This is an optimization exercise on Yosys and OpenROAD, whose aim is small area, a short achievable clock period and few clock cycles per item, not a production implementation. RTL that was checked went through simulation tests only; none was proved equivalent to the original. Power is estimated from default activity; no workload was simulated.

== v26 ==
// cosine_similarity_threshold
module cosine_similarity_threshold (
  input  logic                      clk,
  input  logic                      rst,
  input  logic                      in_valid,
  output logic                      in_ready,
  input  logic signed [ELEM_W-1:0]  in_a,
  input  logic signed [ELEM_W-1:0]  in_b,
  input  logic                      in_last,
  output logic                      out_valid,
  input  logic                      out_ready,
  output logic signed [SCORE_W-1:0] out_score,
  output logic                      out_is_match,
  output logic                      out_zero_norm,
  input  logic                      cfg_wr_en,
  input  logic signed [SCORE_W-1:0] cfg_wr_data
);
clock: 10.0 ns
lec_check: 0
cap_margin: 20
core_margin: 2
core_utilization: 40
setup_slack_margin: 5
slew_margin: 20
run.sh (not shown) runs the stock make flow with config.mk's settings and CLKGATE_MAP_FILE= SYNTH_SCRIPT=/design/flow/synth_recipe.tcl, a recipe that flattens the netlist after the stock synthesis.
Modified inputs, v28 compared to v26
-- flow/config.mk --
<<< v26, line 8
export CAP_MARGIN = 20
export CORE_MARGIN = 2
export CORE_UTILIZATION = 40
export SETUP_SLACK_MARGIN = 5
export SLEW_MARGIN = 20
>>> v28, line 8
export CAP_MARGIN = 20
export CORE_MARGIN = 2
export CORE_UTILIZATION = 60
export SETUP_SLACK_MARGIN = 5
export SLEW_MARGIN = 20
Notes after the runs:
v28 and v26 all finish clean.
Number of cell instances on the worst register-to-register path up 3 in v28 wrt v26
Compared with v26, count of vias placed by the detailed router in v28 increased slightly.
| post-CTS clock slew at the launch and capture registers of the worst setup and hold paths | v26 vs v28 | ≈ equal |
No functional check of the RTL was part of any run of this note.

cosine_similarity_threshold, a different RTL version from the one above (not shown whole).
Size in the first run: about 7700 cells after synthesis, ~74000 um2 of cells after synthesis.
clock: 10.0 ns
lec_check: 0
cap_margin: 20
core_margin: 2
core_utilization: 40
setup_slack_margin: 5
slew_margin: 20
The first run reached the layout checks and failed them: max-capacitance violations, max-slew violations.
Testbench counts at the start, summed over its fixed seeds: cycles 35,645, vectors 1,200.
Next try:
Settings changed: CAP_MARGIN 20 to 35, SLEW_MARGIN 20 to 35.
Now the flow finished with timing, DRC and antenna clean.
Non-clock buffer count shrinks by 13.
Design area hardly moves.
Utilization barely changes.
Final cell count barely changes.
Global-route usage barely changes.
Sequential power stays flat.
Worst setup slack gets better by 0.035 ns.
Die area does not change.
Synthesized cell count is unchanged.
Power shrinks by 0.32%.
Hold slack hardly moves.

cosine_similarity_threshold, a different RTL version from the one above (not shown whole).
Size in the first run: ~7,600 cells after synthesis, roughly 74 I/O pins.
export LEC_CHECK = 0
export CAP_MARGIN = 35
export CORE_MARGIN = 2
export CORE_UTILIZATION = 40
export CTS_BUF_LIST = sky130_fd_sc_hd__clkbuf_8
export CTS_CLUSTER_SIZE = 20
export SETUP_SLACK_MARGIN = 5
export SLEW_MARGIN = 35
create_clock -name core_clock -period 10.0 [get_ports {clk}]
Testbench counts at the start, summed over its fixed seeds: cycles 35,645, vectors 1,200.
==> next run, changes <==
--- a/flow/config.mk
+++ b/flow/config.mk
@@ -10,4 +10,2 @@
 export CORE_UTILIZATION = 40
-export CTS_BUF_LIST = sky130_fd_sc_hd__clkbuf_8
-export CTS_CLUSTER_SIZE = 20
 export SETUP_SLACK_MARGIN = 5
With this change the flow finished with antenna rules left.
Clock skew increases by 0.023 ns.
Critical path depth decreases by 3.
Setup slack is worse by 0.032 ns.
Cell area stays flat.
Total power increases by 1.2%.
Die area does not change.
==> next run, changes <==
--- a/flow/config.mk
+++ b/flow/config.mk
@@ -10,2 +10,3 @@
 export CORE_UTILIZATION = 40
+export CTS_BUF_LIST = sky130_fd_sc_hd__clkbuf_8
 export SETUP_SLACK_MARGIN = 5
This time the run went through all stages and came out clean.
Cell count climbs by 1.2%.
Design area hardly moves.
Worst hold slack barely changes.
Global-route usage climbs by 0.19 points.
Fmax climbs by about 0.7%.
Worst setup slack is better by 0.032 ns.
==> next run, changes <==
--- a/flow/config.mk
+++ b/flow/config.mk
@@ -9,4 +9,5 @@
 export CORE_MARGIN = 2
-export CORE_UTILIZATION = 40
+export CORE_UTILIZATION = 50
 export CTS_BUF_LIST = sky130_fd_sc_hd__clkbuf_8
+export PLACE_DENSITY = 0.65
 export SETUP_SLACK_MARGIN = 5
After rerunning:
- clock skew goes down by 0.0080 ns
- final area goes down slightly
- power stays flat
- synthesized area is unchanged
- non-clock buffer count is lower by 9
- fmax is about the same
==> next run, changes <==
--- a/flow/config.mk
+++ b/flow/config.mk
@@ -9,5 +9,4 @@
 export CORE_MARGIN = 2
-export CORE_UTILIZATION = 50
-export CTS_BUF_LIST = sky130_fd_sc_hd__clkbuf_8
-export PLACE_DENSITY = 0.65
+export CORE_UTILIZATION = 40
+export CTS_BUF_LIST = sky130_fd_sc_hd__clkbuf_4 sky130_fd_sc_hd__clkbuf_8
 export SETUP_SLACK_MARGIN = 5
=> Clock skew grows by 0.012 ns; power climbs by 0.97%; count of clock-buffer cells in the layout climbs by 65; fmax went down by 0.66%; cell area increases by about 1.1%; setup slack got worse by 0.032 ns; core utilization shrinks by 11 points; global-route usage went down by 4.5 points; register-to-register slack got worse by 0.03 ns; hold slack improved by 0.016 ns; non-clock buffer count is higher by 9.
==> next run, changes <==
--- a/flow/config.mk
+++ b/flow/config.mk
@@ -10,3 +10,4 @@
 export CORE_UTILIZATION = 40
-export CTS_BUF_LIST = sky130_fd_sc_hd__clkbuf_4 sky130_fd_sc_hd__clkbuf_8
+export CTS_BUF_LIST = sky130_fd_sc_hd__clkbuf_8
+export PLACE_DENSITY = 0.75
 export SETUP_SLACK_MARGIN = 5
=> Synthesized cell count is unchanged. Total power falls by 0.72%. Global-route usage falls by 0.55 points. Cell count falls by 0.35%. Clock power falls by 13%.

-- static timing again, ports no longer ideal --
How much do the figures lean on ideal ports? The routed layouts below were timed once more, with nothing changed but the port constraints.
Step 1 sets driving cells, clkbuf_16 on the clock port and buf_2 on the other inputs (assumed; they add their load-dependent delay and slew).
Step 2, shift: input delay + t, output delay - t, t = (earliest + latest rising clock arrival at the registers) / 2. This alone moves slack from input paths to output paths.
Three values: ideal, step 1, step 2; two values: the first two.
| run | shift t [ns] | slack for setup (ns) | slew at the worst register clock pin (ns) | worst slew at a driven data input, ns | cell pins on the clock port's net |
|---|---|---|---|---|---|
| v26 | 0.805 | 5.057 / 5.057 / 5.057 | 0.07 / 0.07 | 0.07 | 1 |
| v28 | 0.782 | 4.964 / 4.964 / 4.964 | 0.07 / 0.07 | 0.04 | 1 |
| the first run of note 2 | 0.829 | 4.951 / 4.951 / 4.951 | 0.07 / 0.07 | 0.07 | 1 |
| the second run of note 2 | 0.829 | 4.985 / 4.985 / 4.985 | 0.07 / 0.07 | 0.07 | 1 |
| the first run of note 3 | 0.984 | 5.186 / 5.111 / 5.186 | 0.07 / 0.07 | 0.04 | 1 |
| the second run of note 3 | 0.828 | 5.154 / 5.116 / 5.154 | 0.07 / 0.07 | 0.04 | 1 |
| the third run of note 3 | 0.984 | 5.186 / 5.111 / 5.186 | 0.07 / 0.07 | 0.04 | 1 |
| the fourth run of note 3 | 0.955 | 5.199 / 5.126 / 5.203 | 0.07 / 0.07 | 0.04 | 1 |
| the fifth run of note 3 | 0.986 | 5.167 / 5.127 / 5.167 | 0.07 / 0.07 | 0.04 | 1 |
| the sixth run of note 3 | 0.953 | 5.105 / 5.105 / 5.105 | 0.08 / 0.08 | 0.08 | 1 |
